This design comes from an exercise in tuning for small area, a short achievable clock period and few clock cycles per item on the open sky130 flow, not from production work.
Function was checked by simulation only, so behaviour that the tests miss may differ from the original.
Power is estimated from default activity; no workload was simulated.

==> job 9587: inputs <==
Design partition_count_table, start of the top module:
module partition_count_table
#(
    parameter int MAX_ELEMENTS = MAX_ELEMENTS_DEF
) (
    input  wire logic                  aclk,
    input  wire logic                  aresetn,
    input  wire logic                  s_tvalid,
    output logic                       s_tready,
    input  wire logic [S_TDATA_W-1:0]  s_tdata,   
    output logic                       m_tvalid,
    input  wire logic                  m_tready,
    output logic [M_TDATA_W-1:0]       m_tdata,   
    output logic                       m_tuser    
);
    logic             s_load, a_load, a_from_s, b_load;
    logic [Q_W-1:0]   s_q;
    logic [Q_W-1:0]   a_q;
    logic [VAL_W-1:0] lu_entry, lu_total;
    logic             lu_oor;
    logic [VAL_W-1:0] b_entry, b_total;
    logic             b_oor;
    pct_ctrl u_ctrl (
        .aclk     (aclk),
        .aresetn  (aresetn),
        .s_tvalid (s_tvalid),
        .s_tready (s_tready),
        .m_tready (m_tready),
        .m_tvalid (m_tvalid),
        .s_load   (s_load),
        .a_load   (a_load),
        .a_from_s (a_from_s),
        .b_load   (b_load)
    );
    pct_dp u_dp (
        .base_blocks  (a_q[3:0]),
        .depth        (a_q[7:4]),
        .sets         (a_q[11:8]),
        .entry_count  (lu_entry),
        .row_total    (lu_total),
        .out_of_range (lu_oor)
    );
    always_ff @(posedge aclk) begin
        if (s_load) s_q <= s_tdata[Q_W-1:0];
        if (a_load) a_q <= a_from_s ? s_q : s_tdata[Q_W-1:0];
        if (b_load) begin
            b_entry <= lu_entry;
            b_total <= lu_total;
            b_oor   <= lu_oor;
        end
    end
    assign m_tdata = {{(M_TDATA_W-2*VAL_W){1'b0}}, b_total, b_entry};
    assign m_tuser = b_oor;
endmodule
Settings: LEC_CHECK=0, CAP_MARGIN=20, CORE_MARGIN=2, CORE_UTILIZATION=40, SLEW_MARGIN=20, SYNTH_MEMORY_MAX_BITS=1048576; clock period 10.0 ns.
run.sh (not shown) runs the stock make flow with config.mk's settings and CLKGATE_MAP_FILE= SYNTH_SCRIPT=/design/flow/synth_recipe.tcl, a recipe that flattens the netlist after the stock synthesis.
==> inputs of job 7719, as changes to job 9587 <==
SYNTH_MEMORY_MAX_BITS = unset   (was 1048576)
==> summary.md <==
The number of warnings printed during yosys synthesis is 3. The flow did not finish. The tool reported: "ERROR: TCL interpreter returned an error: Source files actually used in the design:". The stage at which the flow ended is synthesis (1_2_yosys).
Source of the figures above: job 7719

==> summary.md <==
The run stopped with a tool error. Stage at which the flow ended: global routing (5_1_grt). The first error in the log reads "[ERROR GRT-0116] Global routing finished with congestion. Check the congestion regions in the DRC Viewer". The buffer levels on the longest clock path was 2. The starting density of the core is 40.5%, and the maximum level of the CTS H-tree is 3. Yosys printed 3 warnings. The cell count after synthesis came out at 2672. Synthesis inferred 88 register bits. The met2 demand-to-capacity share in global routing is 86.4%.
Source of the figures above: job 9587

Testbench counts of job 9587, summed over its fixed seeds: cycles 2,416, queries 2,400.
Testbench counts of job 7719, summed over its fixed seeds: cycles 2,416, queries 2,400.

========
==> inputs of 11-22 <==
Another version of the RTL of partition_count_table (not shown whole).
Settings: LEC_CHECK=0, CAP_MARGIN=20, CELL_PAD_IN_SITES_DETAIL_PLACEMENT=1, CELL_PAD_IN_SITES_GLOBAL_PLACEMENT=2, CORE_MARGIN=2, CORE_UTILIZATION=20, PLACE_DENSITY=0.4, SLEW_MARGIN=20; clock period 10.0 ns.
standard.sh (not shown) runs the stock make flow with config.mk's settings and CLKGATE_MAP_FILE= SYNTH_SCRIPT=/design/flow/synth_recipe.tcl, a recipe that flattens the netlist after the stock synthesis.
==> flow/flow/run.sh <==
#!/bin/bash
# Own flow: the standard layout (standard.sh, all steps, unchanged scripts), with the
# timing repair at floorplan, CTS and global route aiming for SETUP_SLACK_MARGIN ns of setup
# slack instead of 0, so that gates on the table's paths get sized for a shorter period.
# The make output goes to standard_flow.log here; ORFS's own logs are under orfs/logs/.
set -euo pipefail
export SETUP_SLACK_MARGIN=7.0
bash standard.sh > standard_flow.log 2>&1
==> 01-17 (differences from 11-22) <==
--- a/flow/flow/run.sh
+++ b/flow/flow/run.sh
@@ -5,4 +5,4 @@
 # The make output goes to standard_flow.log here; ORFS's own logs are under orfs/logs/.
 set -euo pipefail
-export SETUP_SLACK_MARGIN=7.0
+export SETUP_SLACK_MARGIN=6.2
 bash standard.sh > standard_flow.log 2>&1
==> impl_metrics.csv <==
group,metric,value,unit
drt,first_pass_iters,8,
pwr,internal_power,1.26,mW
clock_tree,clk_latency,0.50,ns
pwr,pg_comb,1.07,mW
final_layout,seqCellArea,3560,um^2
place,hpwl,107000,um
setup_path,crit_fanout,32,
timing,tightest_slew,1.16,ns
final_layout,final_layout_size_suffix_gt1_share,32.1,%
pwr,p_per_area,112,nW/um^2
final_layout,layout.nets,2285,
pwr,comb_power_share,44.6,%
final_layout,syn2layout_area_growth,45.9,%
grt,grt_start_max_net_pins,75,
timing,whs,0.504,ns
final_layout,final-nonclk-buf-share,18.6,%
place,dp_cells,3023,
outcome,status,"finished clean",
setup_path,crit_path_frequent_cell,"buf_6",
drt,drt_first_iter_violations,4036,
# the run above: 11-22

==> impl_metrics.csv <==
group,metric,value,unit
outcome,status,"finished clean",
final_layout,diodes,8,
drt,first_pass_iters,6,
timing,tightest_slew,1.22,ns
final_layout,syn2layout_area_growth,20.8,%
final_layout,final-nonclk-buf-share,10.7,%
grt,grt_start_max_net_pins,85,
logic_synthesis,synthXorXnorAreaFrac,0.300,%
drt,drt_first_iter_violations,3357,
place,hpwl,104000,um
final_layout,layout.nets,2099,
timing,whs,0.487,ns
pwr,comb_power_share,38.5,%
final_layout,seqCellArea,3560,um^2
setup_path,crit_fanout,75,
# the run above: 01-17

Testbench counts of 11-22, summed over its fixed seeds: cycles 2,416, queries 2,400.
Testbench counts of 01-17, summed over its fixed seeds: cycles 2,416, queries 2,400.

-- separate check: timing with driven ports --
In the flow no input, the clock included, has a driving cell. The finished layouts below were timed again as built, in two steps. Step 1, drivers: a clkbuf_16 drives aclk and a buf_2 each remaining input, both assumed. Step 2 adds t to the input delays and takes it off the output delays; t is the mean of the earliest and latest rising clock arrival at the registers after step 1. Input paths then give back, and output paths get back, about the clock's delay inside the block. Slacks: ideal ports / drivers / drivers and shift; pairs: ideal ports / drivers.
run	t (ns)	setup slack, ns	hold WS [ns]
11-22	0.565	6.486 / 6.486 / 6.486	0.504 / 0.504 / 0.504
01-17	0.562	5.935 / 5.935 / 5.918	0.487 / 0.487 / 0.487
After both steps setup and hold are still met in every run listed. For 01-17, which loses most, drivers alone change the setup slack by 0.000 ns; drivers and shift together by -0.017 ns.
